From an optimization exercise on the open Yosys and OpenROAD flow, aimed at small area; shortcuts taken in it are not production practice. Function was checked by simulation only, so behaviour that the tests miss may differ from the original. No driver is modelled on the clock port, so clocking that relies on it looks cheaper here than on a real chip. Power is estimated from default activity; no workload was simulated.

**design.v**
```verilog
package regfile_pkg;
  typedef enum logic {
    ST_INIT = 1'b0,
    ST_RUN  = 1'b1
  } state_e;
  localparam int unsigned MIPS_DW = 32;
  localparam int unsigned MIPS_AW = 5;
endpackage
module regfile_rd_mux #(
  parameter int unsigned DW = regfile_pkg::MIPS_DW,
  parameter int unsigned AW = regfile_pkg::MIPS_AW
) (
  input  logic                        run,
  input  logic [AW-1:0]               ra,
  input  logic [((2**AW)-1)*DW-1:0]   mem_flat,
  input  logic [(2**AW)-1:1]          busy,
  input  logic                        pol,
  input  logic                        we0,
  input  logic [AW-1:0]               wa0,
  input  logic [DW-1:0]               wd0,
  input  logic                        we1,
  input  logic [AW-1:0]               wa1,
  input  logic [DW-1:0]               wd1,
  output logic [DW-1:0]               rd,
  output logic                        rbusy
);
  localparam int unsigned DEPTH = 2**AW;
  localparam int unsigned NSRC  = DEPTH + 1;       
  localparam int unsigned NGRP  = NSRC / 3;
  logic nz, b0, b1, flip_n, flip;
  logic [NSRC-1:0]    sel, sel_n;
  logic [NSRC*DW-1:0] src;
  logic [DW-1:0]      grp_n [NGRP];
  always_comb begin
    nz  = run & (ra != '0);
    b1  = we1 & (wa1 == ra);
    b0  = we0 & (wa0 == ra);
    sel_n[0] = ~(nz & b1);
    sel_n[1] = ~(nz & b0 & ~b1);
    flip_n   = ~(pol & nz);
    rbusy  = 1'b0;
    for (int r = 1; r < DEPTH; r++) begin
      sel_n[r+1] = ~(run & ~b0 & ~b1 & (ra == AW'(r)));
      rbusy    = rbusy | (run & (ra == AW'(r)) & busy[r]);
    end
  end
  regfile_inv #(.N(NSRC+1)) u_sel_drv (.a({flip_n, sel_n}), .y({flip, sel}));
  assign src = {mem_flat, wd0, wd1};
  for (genvar g = 0; g < NGRP; g++) begin : g_grp
    regfile_aoi222 #(.DW(DW)) u_aoi (
      .s0 (sel[3*g]),   .d0 (src[(3*g)*DW +: DW]),
      .s1 (sel[3*g+1]), .d1 (src[(3*g+1)*DW +: DW]),
      .s2 (sel[3*g+2]), .d2 (src[(3*g+2)*DW +: DW]),
      .y  (grp_n[g])
    );
  end
  always_comb begin
    rd = '0;
    for (int g = 0; g < NGRP; g++) rd = rd | ~grp_n[g];
    rd = rd ^ {DW{flip}};
  end
endmodule
module regfile_aoi222 #(
  parameter int unsigned DW = regfile_pkg::MIPS_DW
) (
  input  logic          s0,
  input  logic [DW-1:0] d0,
  input  logic          s1,
  input  logic [DW-1:0] d1,
  input  logic          s2,
  input  logic [DW-1:0] d2,
  output logic [DW-1:0] y
);
  assign y = ~(({DW{s0}} & d0) | ({DW{s1}} & d1) | ({DW{s2}} & d2));
endmodule
module regfile_inv #(
  parameter int unsigned N = 1
) (
  input  logic [N-1:0] a,
  output logic [N-1:0] y
);
  assign y = ~a;
endmodule
module regfile_mp #(
  parameter int unsigned DW       = regfile_pkg::MIPS_DW,
  parameter int unsigned AW       = regfile_pkg::MIPS_AW,
  parameter int unsigned NUM_RD   = 2,
  parameter int unsigned ZERO_REG = 1,
  parameter int unsigned BYPASS   = 1
) (
  input  logic                 clk,
  input  logic                 reset,
  input  logic [NUM_RD*AW-1:0] ra,
  output logic [NUM_RD*DW-1:0] rd,
  output logic [NUM_RD-1:0]    rbusy,
  input  logic                 we0,
  input  logic [AW-1:0]        wa0,
  input  logic [DW-1:0]        wd0,
  input  logic                 we1,
  input  logic [AW-1:0]        wa1,
  input  logic [DW-1:0]        wd1,
  input  logic                 bset,
  input  logic [AW-1:0]        bset_a,
  output logic                 init_done
);
  localparam int unsigned DEPTH = 2**AW;
  logic               run_q;       
  logic [AW-1:0]      cnt_q;
  logic [DW-1:0]      mem_q [1:DEPTH-1];   
  logic [DW-1:0]      mem_d [1:DEPTH-1];
  logic               pol_q;
  logic [DW-1:0]      wdx0, wdx1;          
  logic [DEPTH-1:1]   sel0_n, sel1_n, hold_n;
  logic [DW-1:0]      wdx0_n, wdx1_n;
  logic [DEPTH-1:1]   busy_q;
  logic               active;
  logic [DEPTH-1:1]   hit0, hit1, sel0, sel1, hold;
  logic [DEPTH-1:1]   bhit;
  logic [(DEPTH-1)*DW-1:0] mem_flat;
  assign init_done = run_q;
  assign active    = run_q & reset;
  assign wdx0_n    = ~(wd0 ^ {DW{pol_q}});
  assign wdx1_n    = ~(wd1 ^ {DW{pol_q}});
  regfile_inv #(.N(2*DW)) u_wd_drv (.a({wdx1_n, wdx0_n}), .y({wdx1, wdx0}));
  always_ff @(posedge clk) pol_q <= ~(active & pol_q);
  always_ff @(posedge clk) begin
    if (!reset) begin
      run_q <= 1'b0;
      cnt_q <= '0;
    end else if (!run_q) begin
      cnt_q <= cnt_q + 1'b1;
      if (&cnt_q) run_q <= 1'b1;
    end
  end
  always_comb begin
    for (int r = 1; r < DEPTH; r++) begin
      hit0[r] = we0 & (wa0 == AW'(r));
      hit1[r] = we1 & (wa1 == AW'(r));
      bhit[r] = bset & (bset_a == AW'(r));
      sel1_n[r] = ~(active & hit1[r]);
      sel0_n[r] = ~(active & hit0[r] & ~hit1[r]);
      hold_n[r] = ~(active & ~hit0[r] & ~hit1[r]);
    end
  end
  regfile_inv #(.N(3*(DEPTH-1))) u_sel_drv (
    .a ({hold_n, sel0_n, sel1_n}),
    .y ({hold,   sel0,   sel1})
  );
  for (genvar r = 1; r < DEPTH; r++) begin : g_w
    regfile_aoi222 #(.DW(DW)) u_wr (
      .s0 (sel1[r]), .d0 (wdx1),
      .s1 (sel0[r]), .d1 (wdx0),
      .s2 (hold[r]), .d2 (mem_q[r]),
      .y  (mem_d[r])
    );
  end
  always_ff @(posedge clk) begin
    for (int r = 1; r < DEPTH; r++) begin
      mem_q[r]  <= mem_d[r];
      busy_q[r] <= active & (bhit[r] | (busy_q[r] & ~hit0[r] & ~hit1[r]));
    end
  end
  for (genvar j = 1; j < DEPTH; j++) begin : g_flat
    assign mem_flat[(j-1)*DW +: DW] = mem_q[j];
  end
  for (genvar k = 0; k < NUM_RD; k++) begin : g_rd
    regfile_rd_mux #(
      .DW (DW),
      .AW (AW)
    ) u_rd_mux (
      .run      (run_q),
      .ra       (ra[k*AW +: AW]),
      .mem_flat (mem_flat),
      .busy     (busy_q),
      .pol      (pol_q),
      .we0      (we0),
      .wa0      (wa0),
      .wd0      (wdx0),
      .we1      (we1),
      .wa1      (wa1),
      .wd1      (wdx1),
      .rd       (rd[k*DW +: DW]),
      .rbusy    (rbusy[k])
    );
  end
endmodule
```
**flow/run.sh**
```bash
#!/bin/bash
# Standard ORFS layout (the standard.sh, unchanged synthesis, floorplan,
# power grid and tap cells), with options changed through ORFS's own
# variables and hooks:
#  - before global placement, inv_1 cells become inv_2 (same area, stronger),
#    see swap_inv.tcl;
#  - port buffers use the smallest buffer cell instead of the default pick;
#  - clock tree synthesis without dummy loads, with clkbuf_4 sink clusters of
#    up to 14 flip-flops; after it, clock buffers whose flip-flops would see a
#    slow clock edge are swapped for stronger ones (clk_upsize.tcl).
# Each step's full log stays in orfs/logs/; make's own output goes to make.log.
set -euo pipefail
export PRE_GLOBAL_PLACE_TCL="$(pwd)/flow/swap_inv.tcl"
export BUFFER_PORTS_ARGS="-buffer_cell sky130_fd_sc_hd__buf_1"
export CTS_ARGS="-sink_clustering_enable -repair_clock_nets -dont_use_dummy_load -sink_clustering_size 14 -sink_clustering_max_diameter 100 -buf_list sky130_fd_sc_hd__clkbuf_4"
export POST_CTS_TCL="$(pwd)/flow/clk_upsize.tcl"
bash standard.sh finish > make.log 2>&1
```
**flow/swap_inv.tcl**
```tcl
# Sourced by ORFS before global placement (PRE_GLOBAL_PLACE_TCL): every
# inverter synthesis mapped to inv_1 becomes inv_2, the same function and area
# with twice the drive, so that the lines the RTL drives through an inverter
# need no buffer tree.
set inv2 [[ord::get_db] findMaster sky130_fd_sc_hd__inv_2]
set n 0
foreach inst [[ord::get_db_block] getInsts] {
  if {[[$inst getMaster] getName] eq "sky130_fd_sc_hd__inv_1"} {
    $inst swapMaster $inv2
    incr n
  }
}
puts "swap_inv: $n inv_1 -> inv_2"
```
**flow/clk_upsize.tcl**
```tcl
# Sourced by ORFS after clock tree synthesis (POST_CTS_TCL): a clock buffer
# whose loads see a slew over the target is swapped for the next stronger
# clkbuf, until no clock pin is over the target; then the placement is
# legalized again.
set target 0.105
set next [dict create sky130_fd_sc_hd__clkbuf_2 sky130_fd_sc_hd__clkbuf_4 \
  sky130_fd_sc_hd__clkbuf_4 sky130_fd_sc_hd__clkbuf_8 \
  sky130_fd_sc_hd__clkbuf_8 sky130_fd_sc_hd__clkbuf_16]
set db [ord::get_db]
estimate_parasitics -placement
for {set iter 0} {$iter < 6} {incr iter} {
  set ups 0
  foreach inst [[ord::get_db_block] getInsts] {
    set m [[$inst getMaster] getName]
    if {![dict exists $next $m]} continue
    set onet ""
    foreach it [$inst getITerms] { if {[$it isOutputSignal]} { set onet [$it getNet] } }
    if {$onet eq "" || [$onet getSigType] ne "CLOCK"} continue
    set worst 0
    foreach it [$onet getITerms] {
      if {[$it isInputSignal]} {
        set pin [get_pins [[$it getInst] getName]/[[$it getMTerm] getName]]
        set s [get_property $pin slew_max]
        if {$s > $worst} { set worst $s }
      }
    }
    if {$worst > $target} {
      $inst swapMaster [$db findMaster [dict get $next $m]]
      incr ups
    }
  }
  puts "clk_upsize: pass $iter upsized $ups clock buffers"
  if {$ups == 0} break
  estimate_parasitics -placement
}
detailed_placement
check_placement -verbose
```
**constraint.sdc**
```tcl
create_clock -name core_clock -period 8.0 [get_ports {clk}]
set_input_delay 1.6000 -clock core_clock [delete_from_list [all_inputs] [get_ports {clk}]]
set_output_delay 1.6000 -clock core_clock [all_outputs]
set_load 0.01 [all_outputs]
```
**config.mk**
```make
export PLATFORM = sky130hd
export DESIGN_NAME = regfile_mp
export DESIGN_NICKNAME = regfile_mp
export VERILOG_FILES = /design/flow/design.v
export SDC_FILE = /design/flow/constraint.sdc
export NUM_CORES = 4
export LEC_CHECK = 0
export CAP_MARGIN = 5
export CELL_PAD_IN_SITES_DETAIL_PLACEMENT = 0
export CELL_PAD_IN_SITES_GLOBAL_PLACEMENT = 1
export CORE_MARGIN = 2
export CORE_UTILIZATION = 30
export PLACE_DENSITY = 0.5
export SLEW_MARGIN = 5
export SYNTH_HIERARCHICAL = 1
```
**standard.sh**
```bash
#!/bin/bash
# synth_recipe.tcl (not shown) runs the flow's synth.tcl, then flattens the netlist and writes it again
# the make line also repeats each setting of config.mk as NAME=value (left out here)
make -C /OpenROAD-flow-scripts/flow DESIGN_CONFIG=/design/flow/config.mk WORK_HOME=/design/flow/orfs CLKGATE_MAP_FILE= SYNTH_SCRIPT=/design/flow/synth_recipe.tcl "${@:-finish}"
```
==> results of run 1 <==
==> through the flow <==
step / utilization / hold WS, ps / cell area [um^2] / worst slack, ps / power, W
final: 0.3055 / 474.2 / 49560 / 431.1 / 0.008601
after global routing: 0.3055 / 482.9 / 49550 / 421.1 / 0.008784
after detailed placement: 0.2975 / 455.6 / 48260 / 621.6 / 0.005666
after global placement: 0.2975 / 450.5 / 48260 / 586.1 / 0.005670
after floorplan: - / 435.2 / 48850 / 2601 / 0.005435
==> cell usage after synthesis (all sizes together), types with 3 or more instances <==
library cell  instances  share of area
o21ai                 8        0.00097
a31oi                12         0.0015
and4                  6         0.0011
nor4                  7        0.00090
mux2i                10         0.0020
a222oi             1696           0.35
and4bb                3        0.00077
nand3               164          0.017
nor3                 73         0.0079
nor4bb                3        0.00061
clkbuf               21         0.0017
nor2                 14         0.0012
inv                 235          0.018
xnor2               139          0.025
nor2b                17         0.0022
and2                 12         0.0017
nand4               134          0.017
a221o                 3        0.00067
nand3b                5        0.00077
and4b                 6         0.0012
a32oi                 4        0.00072
a21oi                27         0.0028
xor2                 12         0.0022
mux2                 10         0.0026
and3                  7         0.0013
nand2               105         0.0081
buf                 540          0.097
dfxtp              1030           0.42
a32o                 27         0.0055
nor3b                 4         0.0011
==> flip-flops by register name, summed over array words and instances (netlist names) <==
register	flops
busy_q	31
cnt_q	5
mem_q	992
pol_q	1
run_q	1
==> area by class of cell <==
| type | count | area, um^2 | share of cell area |
|---|---|---|---|
| multi-input cells | 2533 | 22500 | 0.4539 |
| inverters | 235 | 882.1 | 0.01780 |
| flip-flops and latches | 1030 | 20620 | 0.4161 |
| diodes | 4 | 10.01 | 0.0002020 |
| repair buffers | 283 | 1536 | 0.03100 |
| clock buffers | 85 | 1291 | 0.02605 |
| well taps | 2175 | 2721 | 0.05491 |
==> report_power, final <==
part / internal [W] / switching, W
sequential: 0.00512 / 0.000000997
combinational: 0.0000681 / 0.000378
clock: 0.00108 / 0.00195
==> per-layer routing <==
| layer | share of wire | global-route usage | wire (um) |
|---|---|---|---|
| met5 | 0.00063 | 0 | 186 |
| met4 | 0.055 | 0.1681 | 16310 |
| met3 | 0.14 | 0.1110 | 42510 |
| met2 | 0.43 | 0.4982 | 126600 |
| met1 | 0.38 | 0.4363 | 111800 |
==> worst max-delay path: stages <==
cell and delay, ps:
buf_1 570, xor2_1 150, nor4_1 390, and3_4 310, nor3b_4 120, nand3_1 140, inv_2 240, buf_4 300
a222oi_1 640, nand4_1 550, nor3_1 580, xnor2_1 170, buf_1 170
==> worst max-delay path by stage <==
stage | start | slack [ps] | cells after the start | endpoint
final | ra[1] | 430 | 13 | rd[9]
after floorplan | ra[0] | 2600 | 13 | rd[10]
after global routing | ra[6] | 420 | 13 | rd[56]
after global placement | ra[1] | 590 | 13 | rd[9]
after detailed placement | ra[1] | 620 | 13 | rd[9]
==> layout by cell type (no fill, tap or decap), types with 3 or more instances in the layout <==
master	count
a21oi_1	27
a222oi_1	1696
a31oi_1	12
a32o_1	27
a32oi_1	4
and2_1	8
and2_4	4
and3_1	3
and3_4	4
and4_1	6
and4b_1	6
buf_1	160
buf_4	122
clkbuf_16	13
clkbuf_4	4
clkbuf_8	68
dfxtp_1	1029
diode_2	4
inv_2	235
mux2_2	6
mux2_4	4
mux2i_1	10
nand2_1	105
nand3_1	164
nand3b_1	5
nand4_1	132
nor2_1	12
nor2b_1	17
nor3_1	71
nor4_1	7
nor4bb_1	3
o21ai_0	6
xnor2_1	137
xor2_1	12
==> kinds of logic (layout without fill, tap and decap cells) <==
logic type,Yosys count,in the layout,share of synthesized area
flops,1030,1030,0.4221
fa+ha+maj,2,2,0.0005122
simple gates,567,567,0.06476
mux,20,20,0.004662
buf+inv,796,603,0.1172
compound gates,1793,1793,0.3633
xor+xnor,151,151,0.02738
other cells,0,4,0
==> results.toml, run 1 <==
[outcome]
status = "no timing/DRC/antenna violations"

[yosys]
async_flop_share = 0
synth_fp_nets = 4455
synth_flop_cell = "dfxtp_1"
ys_seq_area_frac = 0.4221
syn_avg_cell_area_um2 = 11.21
synth_edf_count = 0
synth.distinct_cells = 62
ys_warn_count = 12
syn-cell-area_mm2 = 0.04885
ys_ff_latch = 1030
synthCells = 4359

[sta]
rsz0062_at_grt = "false"
tns_ps = 0
period_needed_ps = 7569
min_period_over_period = 0.9461
hold_viol_final = 0
slew_viol_final = 0
finClkSkew_ps = 43.87
setup_violations = 0
relSlewSlack = 0.1223
worst_pin_slew_ps = 1317
max_freq_ghz = 0.1321

[worst_setup_path]
crit_path_start_kind = "primary input"
cp.arrival_ps = 5970
reg2reg_depth = 7
endpoint_kind = "output pin"
r2r-end = "mem_q[22][30]$_DFF_P_"
worst-path-max-fanout = 22
path_class = "in2out"
worstReg2RegStart = "run_q$_SDFF_PN0_"
crit_required_ps = 6400
regToRegSetupSlack_ps = 4250

[global_routing]
grt_pass1_wl_um = 402100
grt_pass1_vias = 47920
antenna_found_initial = 28
grt_usage = 0.3367
grt-ovfl-total = 0
grt_max_degree = 40

[routing]
wl_um = 297400
drc_errors = 0
dr.pass1.iters = 17
drtIter0Drc = 18760
wire_per_inst_um = 46.87
vias = 50980
drtAntennaViolNets = 0
vias_per_cell = 8.035

[placed_design]
port_buffers = 160
place.gp.congestion = 0.8843
place_inst = 6256
place_hpwl_um = 175400

[pwr]
p_per_area_mw_per_mm2 = 173.5
ir_worst_vdd_v = 0.0001797
p_leak_nw = 16.84

[clocking]
worstSkewPairLatency_ps = 710
clock-sinks = 1030
path_clk_slew_ps = 100
cts_tree = "done"

[die]
initial_core_util = 0.3011
rows = 148
ios = 161
fp.dieW_um = 407.5
core-area_mm2 = 0.1622
die_area_mm2 = 0.1661
die_h_um = 407.5

[min_path]
min_path_type = "reg2reg"
hold_start = "mem_q[12][13]$_DFF_P_"
worstHoldPathCells = 1
hold_path_end = "mem_q[12][13]$_DFF_P_"

[final_layout]
finalNonFillerCells = 6345
drive_gt1_frac = 0.1164
fillers = 16860
area_growth_pct = 1.470
final_nets = 4264

[run]
cap_violations = 0
==> inputs of run 2 (changes only) <==
==> config.mk (replaced) <==
export PLATFORM = sky130hd
export DESIGN_NAME = regfile_mp
export DESIGN_NICKNAME = regfile_mp
export VERILOG_FILES = /design/flow/design.v
export SDC_FILE = /design/flow/constraint.sdc
export NUM_CORES = 4
export LEC_CHECK = 0
export CAP_MARGIN = 5
export CELL_PAD_IN_SITES_DETAIL_PLACEMENT = 1
export CELL_PAD_IN_SITES_GLOBAL_PLACEMENT = 2
export CORE_MARGIN = 2
export CORE_UTILIZATION = 35
export PLACE_DENSITY = 0.6
export SLEW_MARGIN = 5
export SYNTH_HIERARCHICAL = 1
==> run 2 against run 1 <==
  * Clock skew down 5.4 ps
  * Register-to-register slack about the same
  * Final area down 0.28%
  * Fmax up 1.3%
  * Global-route usage up 7.3 points
  * Area after synthesis unchanged
  * Count of clock-buffer cells in the layout down 2
  * Total power down 0.52%
  * Die area down 14%
  * Non-clock buffer count up 10
  * Still clean
  * Utilization up 5.0 points
  * Cell count down 4.6%
==> results.toml, run 2 <==
[die]
rows = 137
die_area_mm2 = 0.1426
fp.dieW_um = 377.6
initial_core_util = 0.3514
ios = 161
die_h_um = 377.6
core-area_mm2 = 0.1390

[yosys]
synthTopCellsByArea = "dfxtp_1 42%, a222oi_1 35%, buf_6 7.6%"
ys_warn_count = 12
syn-cell-area_mm2 = 0.04885
synth_top_cell_area_share = 0.4221
synthCells = 4359
ys_ff_latch = 1030
async_flop_share = 0
synth.distinct_cells = 62
syn_avg_cell_area_um2 = 11.21
ys_seq_area_frac = 0.4221
synth_flop_cell = "dfxtp_1"
synth_fp_nets = 4455
synth_edf_count = 0
yosysTopAreaCell = "dfxtp_1"
netlist_top_cells_count = "1696 x a222oi_1, 1030 x dfxtp_1, 329 x buf_6"
synthMostInstantiatedCell = "a222oi_1"

[routing]
vias = 52110
vias_per_cell = 8.608
drc_errors = 0
wire_per_inst_um = 50.74
wl_um = 307100
drtIter0Drc = 17300
dr.pass1.iters = 17
drtAntennaViolNets = 0

[sta]
rsz0062_at_grt = "false"
relSlewSlack = 0.09711
min_period_over_period = 0.9339
period_needed_ps = 7471
fin_ws_ps = 529.1
max_freq_ghz = 0.1339
worst_pin_slew_ps = 1354
hold_viol_final = 0
finClkSkew_ps = 38.50
slew_viol_final = 0
tns_ps = 0
setup_violations = 0

[global_routing]
grt_pass1_vias = 49670
grt-ovfl-total = 0
antenna_found_initial = 7
grt_max_degree = 40
grt_pass1_wl_um = 413700
grt_usage = 0.4093

[final_layout]
layout_common_cells = "1696 x a222oi_1, 1029 x dfxtp_1, 235 x inv_2, 164 x nand3_1, 160 x buf_1"
final_common_cell = "a222oi_1"
drive_gt1_frac = 0.1184
largest_register_ffs = 992
final_util = 0.3555
largest_register = "mem_q"
area_growth_pct = 1.191
reg.largest.list = "mem_q (992), busy_q (31), cnt_q (5)"
final_nets = 4272

[pwr]
ir_worst_vdd_v = 0.0001169
p_leak_nw = 16.94
p_per_area_mw_per_mm2 = 173.1

[worst_setup_path]
worstReg2RegStart = "run_q$_SDFF_PN0_"
reg2reg_depth = 8
path_class = "in2out"
regToRegSetupSlack_ps = 4250
worst-path-max-fanout = 32
r2r-end = "mem_q[26][11]$_DFF_P_"
crit_path_start_kind = "primary input"
crit_required_ps = 6400
endpoint_kind = "output pin"
cp.arrival_ps = 5870

[placed_design]
port_buffers = 160
pre_cts_ws_ps = 780.2
place_hpwl_um = 173900
place.gp.congestion = 0.8966

[run]
cap_violations = 0

[min_path]
min_path_type = "reg2reg"
worstHoldPathCells = 2
hold_start = "busy_q[18]$_DFF_P_"
hold_path_end = "busy_q[18]$_DFF_P_"

[clocking]
path_clk_slew_ps = 100
clock-sinks = 1030
worstSkewPairLatency_ps = 710
cts_tree = "done"

[outcome]
status = "no timing/DRC/antenna violations"
==> run 2: logic make-up after synthesis <==
group                      synth area share
DFF                                  0.4221
muxes                              0.004662
buffers and inverters                0.1172
AOI/OAI and AO/OA                    0.3633
and+or+nand+nor                     0.06476
adders and majority gates         0.0005122
xor gates and xnor gates            0.02738
==> run 2: area by class of cell <==
class,count,area (um^2)
Fill cell,15240,89590
Multi-Input combinational cell,2533,22510
Sequential cell,1030,20620
Tap cell,1876,2347
Timing Repair Buffer,293,1762
Clock buffer,83,1300
Inverter,235,882.1
Antenna cell,3,7.507
==> run 2: worst max-delay path, stage by stage <==
cell and delay [ps]:
buf_1 650, xnor2_2 190, nand4_2 200, o31ai_4 470, nor3_4 170, nand3_1 140
inv_2 380, a222oi_1 800, nand4_1 160, nor3_1 690, xnor2_1 210, buf_1 190
==> run 2: how the worst max path moves through the flow <==
stage,start,slack [ps],cells past startpoint,to
3_5_place_dp,ra[1],780,12,rd[30]
5_1_grt,ra[1],540,12,rd[30]
2_1_floorplan,ra[0],2600,13,rd[10]
6_report,ra[1],530,12,rd[30]
3_3_place_gp,ra[1],800,12,rd[30]
==> run 2: report_power, final <==
part           switching, W  internal (W)  total (W)
logic              0.000323     0.0000635   0.000387
registers        0.00000106       0.00512    0.00512
clock network       0.00195       0.00109    0.00304
total               0.00227       0.00628    0.00856
==> run 2: layer usage <==
metal | GRT usage | wire length, um | vias up
li1 | - | - | 19610
met1 | 0.5169 | 113900 | 26560
met2 | 0.5959 | 127900 | 4922
met3 | 0.1424 | 45220 | 1009
met4 | 0.2463 | 19950 | 4
met5 | 0.01029 | 174 | -
==> run 2: metrics by stage <==
stage | total power, W | hold WS (ps) | area [um^2] | std cells
2_1_floorplan | 0.005435 | 435.2 | 48850 | 4359
3_3_place_gp | 0.005614 | 448.9 | 48120 | 5967
3_5_place_dp | 0.005613 | 455.2 | 48120 | 5967
5_1_grt | 0.008753 | 484.6 | 49420 | 6050
6_report | 0.008556 | 475.4 | 49430 | 6053
==> inputs of run 3 (changes only) <==
--- a/design.v
+++ b/design.v
@@ -14,6 +14,7 @@
   input  logic [AW-1:0]               ra,
   input  logic [((2**AW)-1)*DW-1:0]   mem_flat,
   input  logic [(2**AW)-1:1]          busy,
+  input  logic [(2**AW)-1:1]          nohit,
   input  logic                        pol,
   input  logic                        we0,
   input  logic [AW-1:0]               wa0,
@@ -31,18 +32,26 @@
   logic [NSRC-1:0]    sel, sel_n;
   logic [NSRC*DW-1:0] src;
   logic [DW-1:0]      grp_n [NGRP];
+  logic [3:0]         lo;                  
+  logic [7:0]         hi;                  
+  logic [7:0]         bgrp;                
   always_comb begin
+    for (int j = 0; j < 4; j++) lo[j] = (ra[1:0] == 2'(j));
+    for (int i = 0; i < 8; i++) hi[i] = run & (ra[AW-1:2] == 3'(i));
     nz  = run & (ra != '0);
     b1  = we1 & (wa1 == ra);
     b0  = we0 & (wa0 == ra);
     sel_n[0] = ~(nz & b1);
     sel_n[1] = ~(nz & b0 & ~b1);
-    flip_n   = ~(pol & nz);
-    rbusy  = 1'b0;
-    for (int r = 1; r < DEPTH; r++) begin
-      sel_n[r+1] = ~(run & ~b0 & ~b1 & (ra == AW'(r)));
-      rbusy    = rbusy | (run & (ra == AW'(r)) & busy[r]);
+    flip_n   = ~(pol & nz & ~b0 & ~b1);
+    for (int r = 1; r < DEPTH; r++)
+      sel_n[r+1] = ~(hi[r/4] & lo[r%4] & nohit[r]);
+    for (int i = 0; i < 8; i++) begin
+      bgrp[i] = 1'b0;
+      for (int j = 0; j < 4; j++)
+        if (4*i + j != 0) bgrp[i] = bgrp[i] | (lo[j] & busy[(4*i + j) % DEPTH]);
     end
+    rbusy = |(hi & bgrp);
   end
   regfile_inv #(.N(NSRC+1)) u_sel_drv (.a({flip_n, sel_n}), .y({flip, sel}));
   assign src = {mem_flat, wd0, wd1};
@@ -114,7 +123,7 @@
   logic [DW-1:0]      wdx0_n, wdx1_n;
   logic [DEPTH-1:1]   busy_q;
   logic               active;
-  logic [DEPTH-1:1]   hit0, hit1, sel0, sel1, hold;
+  logic [DEPTH-1:1]   hit0, hit1, sel0, sel1, hold, nohit;
   logic [DEPTH-1:1]   bhit;
   logic [(DEPTH-1)*DW-1:0] mem_flat;
   assign init_done = run_q;
@@ -139,7 +148,8 @@
       bhit[r] = bset & (bset_a == AW'(r));
       sel1_n[r] = ~(active & hit1[r]);
       sel0_n[r] = ~(active & hit0[r] & ~hit1[r]);
-      hold_n[r] = ~(active & ~hit0[r] & ~hit1[r]);
+      nohit[r]  = ~hit0[r] & ~hit1[r];
+      hold_n[r] = ~(active & nohit[r]);
     end
   end
   regfile_inv #(.N(3*(DEPTH-1))) u_sel_drv (
@@ -157,7 +167,7 @@
   always_ff @(posedge clk) begin
     for (int r = 1; r < DEPTH; r++) begin
       mem_q[r]  <= mem_d[r];
-      busy_q[r] <= active & (bhit[r] | (busy_q[r] & ~hit0[r] & ~hit1[r]));
+      busy_q[r] <= active & (bhit[r] | (busy_q[r] & nohit[r]));
     end
   end
   for (genvar j = 1; j < DEPTH; j++) begin : g_flat
@@ -172,13 +182,14 @@
       .ra       (ra[k*AW +: AW]),
       .mem_flat (mem_flat),
       .busy     (busy_q),
+      .nohit    (nohit),
       .pol      (pol_q),
       .we0      (we0),
       .wa0      (wa0),
-      .wd0      (wdx0),
+      .wd0      (wd0),
       .we1      (we1),
       .wa1      (wa1),
-      .wd1      (wdx1),
+      .wd1      (wd1),
       .rd       (rd[k*DW +: DW]),
       .rbusy    (rbusy[k])
     );
--- a/flow/run.sh
+++ b/flow/run.sh
@@ -2,6 +2,9 @@
 # Standard ORFS layout (the standard.sh, unchanged synthesis, floorplan,
 # power grid and tap cells), with options changed through ORFS's own
 # variables and hooks:
+#  - timing-driven global placement does not keep the buffers its internal
+#    repair inserts (-keep_resize_below_overflow 0); the repair_design step
+#    after placement and the later timing repairs still run as usual;
 #  - before global placement, inv_1 cells become inv_2 (same area, stronger),
 #    see swap_inv.tcl;
 #  - port buffers use the smallest buffer cell instead of the default pick;
@@ -10,6 +13,7 @@
 #    slow clock edge are swapped for stronger ones (clk_upsize.tcl).
 # Each step's full log stays in orfs/logs/; make's own output goes to make.log.
 set -euo pipefail
+export GLOBAL_PLACEMENT_ARGS="-keep_resize_below_overflow 0"
 export PRE_GLOBAL_PLACE_TCL="$(pwd)/flow/swap_inv.tcl"
 export BUFFER_PORTS_ARGS="-buffer_cell sky130_fd_sc_hd__buf_1"
 export CTS_ARGS="-sink_clustering_enable -repair_clock_nets -dont_use_dummy_load -sink_clustering_size 14 -sink_clustering_max_diameter 100 -buf_list sky130_fd_sc_hd__clkbuf_4"
==> config.mk (replaced) <==
export PLATFORM = sky130hd
export DESIGN_NAME = regfile_mp
export DESIGN_NICKNAME = regfile_mp
export VERILOG_FILES = /design/flow/design.v
export SDC_FILE = /design/flow/constraint.sdc
export NUM_CORES = 4
export LEC_CHECK = 0
export CAP_MARGIN = 5
export CELL_PAD_IN_SITES_DETAIL_PLACEMENT = 0
export CELL_PAD_IN_SITES_GLOBAL_PLACEMENT = 1
export CORE_MARGIN = 2
export CORE_UTILIZATION = 30
export PLACE_DENSITY = 0.5
export SLEW_MARGIN = 5
export SYNTH_HIERARCHICAL = 1
==> run 3 against run 2 <==
  * Now fails the layout checks on max-capacitance violations, max-slew violations
  * Sequential cell count stayed put
  * Combinational power is 6.7% lower
  * Non-clock buffer count is 123 lower
  * Setup slack worse by 19 ps
  * Critical path depth is 2 lower
  * Sequential share of layout area is 0.50 points higher
  * Synthesized cell count is 1.0% lower
  * Area after synthesis is 0.13% lower
  * Register-to-register slack better by 330 ps
  * Largest cell class unchanged
  * Largest power group unchanged
==> results.toml, run 3 <==
[die]
fp.dieW_um = 407.2
initial_core_util = 0.3031
die_h_um = 407.2
core-area_mm2 = 0.1609
die_area_mm2 = 0.1658
ios = 161
rows = 147

[yosys]
synthCells = 4315
netlist_top_cells_count = "1696 x a222oi_1, 1030 x dfxtp_1, 323 x buf_6"
ys_ff_latch = 1030
yosysTopAreaCell = "dfxtp_1"
ys_seq_area_frac = 0.4227
synth.distinct_cells = 48
synthTopCellsByArea = "dfxtp_1 42%, a222oi_1 35%, buf_6 7.5%"
syn-cell-area_mm2 = 0.04878
ys_warn_count = 12
synth_top_cell_area_share = 0.4227
synth_fp_nets = 4411
synth_edf_count = 0
syn_avg_cell_area_um2 = 11.31
synth_flop_cell = "dfxtp_1"
async_flop_share = 0
synthMostInstantiatedCell = "a222oi_1"

[routing]
wl_met1_um = 113300
wl_met3_um = 46900
vias = 51330
dr.pass1.iters = 17
drtIter0Drc = 19460
wire_per_inst_um = 49.81
wl_um = 307800
drc_errors = 0
vias_per_cell = 8.307
dr.max_layer_used = "met5"
wl_met2_um = 127700
drtAntennaViolNets = 0

[worst_setup_path]
slowest_stage = "and2_1"
cpMostUsedCell = "buf_1"
reg2reg_depth = 5
endpoint_kind = "output pin"
worst-path-max-fanout = 32
r2r-end = "mem_q[12][13]$_DFF_P_"
path_class = "in2out"
crit_path_start = "wa1[0]"
regToRegSetupSlack_ps = 4580
crit_path_end = "rd[50]"
cp.arrival_ps = 5890
max_stage_delay_ps = 890
crit_path_start_kind = "primary input"
crit_required_ps = 6400
path_cells = "buf_1, and2_1, a22oi_1, nand3_1, inv_2, a222oi_1, nand4_1, nor3_1, xnor2_1, buf_1"
worstReg2RegStart = "run_q$_SDFF_PN0_"

[pwr]
p_per_area_mw_per_mm2 = 174.0
ir_worst_vdd_v = 0.0001426
p_leak_nw = 16.23

[sta]
finClkSkew_ps = 82.86
relSlewSlack = -0.02450
tns_ps = 0
worst_pin_slew_ps = 1537
max_freq_ghz = 0.1335
min_period_over_period = 0.9362
hold_slack_ps = 471.5
slew_viol_final = 153
hold_viol_final = 0
rsz0062_at_grt = "false"
setup_violations = 0
period_needed_ps = 7489

[min_path]
min_path_type = "reg2reg"
hold_start = "mem_q[11][23]$_DFF_P_"

[placed_design]
place_inst = 6093
place.gp.congestion = 0.8795
port_buffers = 160
place_hpwl_um = 160600

[global_routing]
grt-ovfl-total = 0
grt_max_degree = 83
grt_usage = 0.3468
grt_pass1_wl_um = 409500
antenna_found_initial = 6
grt_pass1_vias = 48270

[final_layout]
layout_common_cells = "1696 x a222oi_1, 1029 x dfxtp_1, 218 x inv_2, 196 x nand3_1, 160 x buf_1"
final_common_cell = "a222oi_1"
largest_register_ffs = 992
area_growth_pct = 0.1308
final_util = 0.3035
largest_register = "mem_q"
final_nets = 4117
drive_gt1_frac = 0.08858
fillers = 16480
finalNonFillerCells = 6179
num_antenna_cells = 0
reg.largest.list = "mem_q (992), busy_q (31), cnt_q (5)"

[clocking]
cts_tree = "done"
path_clk_slew_ps = 90
worstSkewPairLatency_ps = 730
clock-sinks = 1030

[outcome]
status = "failed layout checks"
so.violations = "max-capacitance violations, max-slew violations"

[run]
cap_violations = 6
[run 3: changes by cell type after synthesis, sizes merged, moves of 10 or more]
cell | previous run | this run
a21oi | 27 | 0
a22oi | 0 | 31
a31oi | 12 | 2
buf | 540 | 530
inv | 235 | 225
mux4 | 0 | 14
nand2 | 105 | 70
nand3 | 164 | 196
nor2 | 14 | 28
[run 3: worst min-delay path by stage]
stage / end / cells past startpoint / slack (ps)
floorplan: mem_q[12][31]$_DFF_P_ / 1 / 440
global placement: mem_q[3][15]$_DFF_P_ / 1 / 450
detailed placement: mem_q[17][5]$_DFF_P_ / 1 / 460
global route: mem_q[11][20]$_DFF_P_ / 1 / 490
finish: mem_q[11][23]$_DFF_P_ / 1 / 470
[run 3: logic make-up after synthesis]
| group | share of synthesized area |
|---|---|
| xor gates and xnor gates | 0.02711 |
| DFF | 0.4227 |
| and+or+nand+nor | 0.06338 |
| AOI/OAI and AO/OA | 0.3632 |
| buffers and inverters | 0.1150 |
| adders and majority gates | 0.0005129 |
| muxes | 0.008105 |
[run 3: area by class of cell]
cell class	count	area, um^2	area share
Inverter	225	855.8	0.01752
Sequential cell	1030	20620	0.4222
Multi-Input combinational cell	2510	22560	0.4619
Tap cell	2160	2703	0.05533
Clock buffer	84	1269	0.02597
Timing Repair Buffer	170	833.3	0.01706
[run 3: worst max-delay path, delay by kind of cell]
family | cells | cell delay (ps)
xor gates and xnor gates | 1 | 170
buffers and inverters | 3 | 920
AOI/OAI and AO/OA | 2 | 1110
and+or+nand+nor | 4 | 2010
[run 3: stage by stage]
step           cell area, um^2  total power [W]  worst slack, ps
5_1_grt                  48850         0.008690            464.2
2_1_floorplan            48780         0.005426             2809
3_3_place_gp             47320         0.005587            39.60
6_report                 48850         0.008497            510.5
3_5_place_dp             47530         0.005586            677.5
[run 3: report_power, final]
part | switching, W | internal [W] | total [W]
Combinational | 0.000308 | 0.0000528 | 0.000361
Clock | 0.00195 | 0.00106 | 0.00301
Sequential | 0.00000104 | 0.00512 | 0.00513
[run 3: metal layers]
layer / global-route usage / up-vias
met5: 0.008908 / -
met4: 0.2019 / 13
met3: 0.1273 / 1152
met2: 0.5069 / 5345
met1: 0.4347 / 25520
li1: - / 19300
==> inputs of run 4 (changes only) <==
--- a/config.mk
+++ b/config.mk
@@ -5,11 +5,12 @@
 export SDC_FILE = /design/flow/constraint.sdc
 export NUM_CORES = 4
 export LEC_CHECK = 0
-export CAP_MARGIN = 5
+export CAP_MARGIN = 20
 export CELL_PAD_IN_SITES_DETAIL_PLACEMENT = 0
 export CELL_PAD_IN_SITES_GLOBAL_PLACEMENT = 1
 export CORE_MARGIN = 2
 export CORE_UTILIZATION = 30
 export PLACE_DENSITY = 0.5
-export SLEW_MARGIN = 5
+export SETUP_SLACK_MARGIN = 0.3
+export SLEW_MARGIN = 20
 export SYNTH_HIERARCHICAL = 1
==> run 4 against run 3 <==
  * The run now finishes clean
  * Cell count is 0.31% higher
  * Via count decreased by 0.13%
  * Worst hold slack better by 1.5 ps
  * Utilization increased by 0.28 points
  * Wire length about the same
  * Register-to-register slack worse by 60 ps
  * Clock skew down 44 ps
  * Global-route usage about the same
  * Critical path depth unchanged
  * Combinational power about the same
  * Total power shrank 0.30%
  * Clock power about the same
==> results.toml, run 4 <==
[final_layout]
area_growth_pct = 1.067
final_cell_area_mm2 = 0.04930
fillers = 16460
final_nets = 4133
largest_register_ffs = 992
final_common_cell = "a222oi_1"
reg.largest.list = "mem_q (992), busy_q (31), cnt_q (5)"
finalNonFillerCells = 6198
layout_common_cells = "1696 x a222oi_1, 1029 x dfxtp_1, 196 x nand3_1, 160 x buf_1, 153 x inv_2"
drive_gt1_frac = 0.09269
largest_register = "mem_q"

[run]
cap_violations = 0

[yosys]
synth.distinct_cells = 48
syn_avg_cell_area_um2 = 11.31
synth_flop_cell = "dfxtp_1"
synthMostInstantiatedCell = "a222oi_1"
ys_warn_count = 12
syn-cell-area_mm2 = 0.04878
synth_edf_count = 0
synthTopCellsByArea = "dfxtp_1 42%, a222oi_1 35%, buf_6 7.5%"
async_flop_share = 0
ys_ff_latch = 1030
synthCells = 4315
synth_top_cell_area_share = 0.4227
ys_seq_area_frac = 0.4227
yosysTopAreaCell = "dfxtp_1"
synth_fp_nets = 4411
netlist_top_cells_count = "1696 x a222oi_1, 1030 x dfxtp_1, 323 x buf_6"

[routing]
dr.pass1.iters = 17
wl_um = 307700
wire_per_inst_um = 49.64
drc_errors = 0
vias = 51260
vias_per_cell = 8.271
drtIter0Drc = 19000
drtAntennaViolNets = 0

[global_routing]
grt_max_degree = 51
grt_usage = 0.3471
grt_pass1_vias = 48170
grt_pass1_wl_um = 410500
antenna_found_initial = 11
grt-ovfl-total = 0

[sta]
slew_viol_final = 0
tns_ps = 0
max_freq_ghz = 0.1299
rsz0062_at_grt = "false"
min_period_over_period = 0.9621
finClkSkew_ps = 38.67
period_needed_ps = 7697
relSlewSlack = 0.1014
setup_violations = 0
hold_slack_ps = 473.0
hold_viol_final = 0
worst_pin_slew_ps = 1348

[min_path]
min_path_type = "reg2reg"

[placed_design]
port_buffers = 160
placed_area_mm2 = 0.04785
place.gp.congestion = 0.8795
place_inst = 6104
place_hpwl_um = 163700

[pwr]
ir_worst_vdd_v = 0.0001527
p_per_area_mw_per_mm2 = 171.8
p_leak_nw = 16.32
power_w = 0.008471

[die]
ios = 161
rows = 147
initial_core_util = 0.3031
die_h_um = 407.2
fp.dieW_um = 407.2
core-area_mm2 = 0.1609
die_area_mm2 = 0.1658

[worst_setup_path]
crit_required_ps = 6400
cp.arrival_ps = 6100
path_class = "in2out"
worst-path-max-fanout = 32
endpoint_kind = "output pin"
crit_path_start_kind = "primary input"

[clocking]
worstSkewPairLatency_ps = 690
path_clk_slew_ps = 60
cts_tree = "done"
clock-sinks = 1030

[outcome]
status = "no timing/DRC/antenna violations"
## run 4: cell types whose count changed in the layout (fill, tap and decap cells not counted)
cell	delta
inv_2	-65
inv_4	+49
buf_12	+16
clkinv_2	+16
diode_2	+3
and2_1	-1
and2_2	+1
and2b_1	-1
and2b_2	+1
buf_16	-1
buf_6	+1
## run 4: through the flow
stage / utilization / setup WS, ps
6_report: 0.3063 / 303.1
5_1_grt: 0.3063 / 317.6
3_3_place_gp: 0.2940 / 39.60
2_1_floorplan: - / 2809
3_5_place_dp: 0.2973 / 686.4
## run 4: worst paths after layout
check | from | to | slack [ps] | cells past startpoint
min | mem_q[23][20]$_DFF_P_ | mem_q[23][20]$_DFF_P_ | 470 | 1
max | wa0[3] | rd[7] | 300 | 10
max reg2reg | run_q$_SDFF_PN0_ | mem_q[30][11]$_DFF_P_ | 4520 | 5
min reg2reg | mem_q[23][20]$_DFF_P_ | mem_q[23][20]$_DFF_P_ | 470 | 1
## run 4: cell families (layout without fill, tap and decap cells)
family | after synthesis | in the layout | synth area share
other | 0 | 3 | 0
XOR/XNOR | 151 | 151 | 0.02711
flip-flops | 1030 | 1030 | 0.4227
multiplexers | 18 | 18 | 0.008105
buffers and inverters | 775 | 495 | 0.1150
adder cells (fa/ha/maj) | 2 | 2 | 0.0005129
AO/OA/AOI/OAI | 1773 | 1773 | 0.3632
AND/OR/NAND/NOR | 566 | 566 | 0.06338
## run 4: area by class of cell
cell class / count / area, um^2 / share of cell area
Inverter: 225 / 998.5 / 0.02025
Tap cell: 2160 / 2703 / 0.05482
Multi-Input combinational cell: 2510 / 22560 / 0.4577
Clock buffer: 84 / 1269 / 0.02573
Antenna cell: 3 / 7.507 / 0.0001523
Sequential cell: 1030 / 20620 / 0.4183
Timing Repair Buffer: 186 / 1137 / 0.02307
## run 4: power by group
| group | internal (W) | switching, W |
|---|---|---|
| Sequential | 0.00512 | 0.00000107 |
| Combinational | 0.0000519 | 0.000306 |
| Clock | 0.00106 | 0.00193 |
| Total | 0.00624 | 0.00223 |
## run 4: critical path, cell delays in order
cell	delay (ps)
buf_1	650
nor2b_1	450
a22oi_2	220
nand3_1	150
clkinv_2	800
a222oi_1	990
nand4_1	270
nor3_1	500
xnor2_1	180
buf_1	170
## run 4: metal layers
metal / GRT usage / share of wire / vias to the layer above / wire length (um)
met2: 0.5074 / 0.41 / 5188 / 127600
li1: - / - / 19350 / -
met1: 0.4357 / 0.37 / 25640 / 112800
met3: 0.1257 / 0.15 / 1074 / 46310
met5: 0.001149 / 0.00065 / - / 199
met4: 0.2052 / 0.068 / 14 / 20850
==> inputs of run 5 (changes only) <==
--- a/config.mk
+++ b/config.mk
@@ -9,8 +9,8 @@
 export CELL_PAD_IN_SITES_DETAIL_PLACEMENT = 0
 export CELL_PAD_IN_SITES_GLOBAL_PLACEMENT = 1
 export CORE_MARGIN = 2
-export CORE_UTILIZATION = 30
-export PLACE_DENSITY = 0.5
+export CORE_UTILIZATION = 40
+export PLACE_DENSITY = 0.6
 export SETUP_SLACK_MARGIN = 0.3
 export SLEW_MARGIN = 20
 export SYNTH_HIERARCHICAL = 1
==> run 5 against run 4 <==
  * Sequential power barely moved
  * Final area fell by 1.8%
  * Combinational power decreased by 3%
  * Non-clock buffer count fell by 6
  * Synthesized cell count unchanged
  * Utilization grew 9.2 points
  * Wire length decreased by 10%
  * Critical path depth is the same
  * Via count decreased by 0.94%
  * Critical endpoint is now rd[10]
  * Highest routed layer unchanged
==> results.toml, run 5 <==
[worst_setup_path]
path_class = "in2out"
worst-path-max-fanout = 32
regToRegSetupSlack_ps = 4560
reg2reg_depth = 5
worstReg2RegStart = "run_q$_SDFF_PN0_"
r2r-end = "mem_q[4][21]$_DFF_P_"
endpoint_kind = "output pin"
crit_path_start_kind = "primary input"
cp.arrival_ps = 6170
crit_required_ps = 6400

[yosys]
syn-cell-area_mm2 = 0.04878
ys_warn_count = 12
netlist_top_cells_count = "1696 x a222oi_1, 1030 x dfxtp_1, 323 x buf_6"
synth_edf_count = 0
synth_fp_nets = 4411
synth_flop_cell = "dfxtp_1"
synth_top_cell_area_share = 0.4227
synthTopCellsByArea = "dfxtp_1 42%, a222oi_1 35%, buf_6 7.5%"
ys_seq_area_frac = 0.4227
synthCells = 4315
synth.distinct_cells = 48
async_flop_share = 0
synthMostInstantiatedCell = "a222oi_1"
ys_ff_latch = 1030
yosysTopAreaCell = "dfxtp_1"
syn_avg_cell_area_um2 = 11.31

[routing]
dr.pass1.iters = 17
drc_errors = 0
drtAntennaViolNets = 0
wire_per_inst_um = 48.80
drtIter0Drc = 18250
vias_per_cell = 8.972
vias = 50780
wl_um = 276200

[placed_design]
place_hpwl_um = 148700
place.gp.congestion = 0.9022
port_buffers = 160
pre_cts_ws_ps = 449.2

[clocking]
worstSkewPairLatency_ps = 700
path_clk_slew_ps = 100
cts_tree = "done"
clock-sinks = 1030

[pwr]
p_per_area_mw_per_mm2 = 173.2
ir_worst_vdd_v = 0.0001538
p_leak_nw = 16.27

[global_routing]
antenna_found_initial = 10
grt_max_degree = 53
grt_usage = 0.4153
grt_pass1_wl_um = 374900
grt-ovfl-total = 0
grt_pass1_vias = 47860

[sta]
min_period_over_period = 0.9706
setup_violations = 0
slew_viol_final = 0
hold_viol_final = 0
worst_pin_slew_ps = 1347
period_needed_ps = 7765
fin_ws_ps = 234.8
rsz0062_at_grt = "true"
max_freq_ghz = 0.1288
finClkSkew_ps = 48.17
relSlewSlack = 0.1023

[min_path]
hold_path_end = "mem_q[23][10]$_DFF_P_"
hold_start = "mem_q[23][10]$_DFF_P_"
worstHoldPathCells = 1
min_path_type = "reg2reg"

[die]
die_h_um = 353.2
initial_core_util = 0.4018
core-area_mm2 = 0.1214
die_area_mm2 = 0.1248
ios = 161
rows = 128
fp.dieW_um = 353.2

[final_layout]
drive_gt1_frac = 0.09136
layout_common_cells = "1696 x a222oi_1, 1029 x dfxtp_1, 196 x nand3_1, 188 x inv_2, 160 x buf_1"
largest_register = "mem_q"
reg.largest.list = "mem_q (992), busy_q (31), cnt_q (5)"
final_util = 0.3988
area_growth_pct = -0.7515
final_common_cell = "a222oi_1"
largest_register_ffs = 992
final_nets = 4126

[run]
cap_violations = 0

[outcome]
status = "no timing/DRC/antenna violations"
-- run 5: changes by cell type in the layout (fill, tap and decap cells not counted) --
cell	change
inv_4	-26
clkbuf_16	-1
clkinv_2	-9
buf_12	-4
buf_16	-2
diode_2	+4
buf_6	-1
nor3_2	+1
buf_8	+1
nor3_1	-1
inv_2	+35
-- run 5: stage by stage --
stage | setup TNS (ps) | instances | instance area [um^2] | total power, W | hold WS, ps
2_1_floorplan | 0 | 4315 | 48780 | 0.005426 | 439.3
3_3_place_gp | -300.8 | 5550 | 46650 | 0.005570 | 449.3
3_5_place_dp | 0 | 5565 | 47020 | 0.005569 | 456.2
5_1_grt | 0 | 5658 | 48410 | 0.008551 | 485.7
6_report | 0 | 5660 | 48420 | 0.008388 | 472.5
-- run 5: layout make-up --
type / instances / area [um^2]
fill: 12010 / 72980
multi-input combinational: 2510 / 22570
sequential: 1030 / 20620
tap: 1625 / 2033
clock buffer: 83 / 1244
timing repair buffer: 180 / 1006
inverter: 225 / 922.1
antenna: 7 / 17.52
-- run 5: power by group --
group          leakage (nW)  total [W]  switching [W]  internal, W
Combinational          7.29   0.000346       0.000294    0.0000521
Sequential             8.34    0.00512     0.00000104      0.00512
Clock                 0.643    0.00292        0.00188      0.00104
-- run 5: cells by family after synthesis --
| family | after synthesis | share of synthesized area |
|---|---|---|
| AO/OA/AOI/OAI | 1773 | 0.3632 |
| XOR/XNOR | 151 | 0.02711 |
| multiplexers | 18 | 0.008105 |
| flip-flops | 1030 | 0.4227 |
| AND/OR/NAND/NOR | 566 | 0.06338 |
| adder cells (fa/ha/maj) | 2 | 0.0005129 |
| buffers and inverters | 775 | 0.1150 |
-- run 5: worst max-delay path by stage --
| stage | startpoint | to | slack (ps) |
|---|---|---|---|
| 3_3_place_gp | wa1[1] | rd[40] | -160 |
| 5_1_grt | wa0[3] | rd[10] | 250 |
| 2_1_floorplan | ra[1] | rd[10] | 2810 |
| 6_report | wa0[3] | rd[10] | 230 |
| 3_5_place_dp | wa1[0] | rd[40] | 450 |
-- run 5: critical path: stages --
cell and delay, ps:
buf_1 630, and4b_1 420, a22oi_1 240, nand3_1 180
clkinv_2 860, a222oi_1 750, nand4_1 160, nor3_1 870
xnor2_1 200, buf_1 170
-- run 5: metal layers --
layer,track usage,vias to the layer above,part of all wire
met5,0.009434,-,0.00051
met4,0.2955,6,0.080
met3,0.1707,1245,0.17
met2,0.5804,5437,0.40
met1,0.5126,24770,0.35
li1,-,19330,-

-- what the ideal ports hide --
Ports are ideal in the flow. The routed layouts listed here were re-timed in OpenROAD. Step 1 (the two cells are an assumption about what drives the block):
set clk [get_ports {clk}]
set_driving_cell -lib_cell sky130_fd_sc_hd__clkbuf_16 $clk
set_driving_cell -lib_cell sky130_fd_sc_hd__buf_2 [delete_from_list [all_inputs] $clk]
Step 2 times the ports against the registers' clock, not the clock port: input delays grow and output delays shrink by t, the midpoint of the rising clock arrivals with the driver on. Three values: ideal ports, drivers, drivers and shift; two values: the first two.
run | shift t [ns] | setup WS [ns] | latest minus earliest clock arrival (ns)
run 1 | 0.778 | 0.431 / 0.359 / 0.359 | 0.069 / 0.069
run 2 | 0.768 | 0.529 / 0.503 / 0.503 | 0.050 / 0.049
run 3 | 0.773 | 0.511 / 0.484 / 0.484 | 0.083 / 0.083
run 4 | 0.768 | 0.303 / 0.274 / 0.274 | 0.072 / 0.073
run 5 | 0.746 | 0.235 / 0.203 / 0.203 | 0.053 / 0.054
For run 1, which loses most, drivers alone change the setup slack by -0.072 ns; drivers and shift together by -0.072 ns.
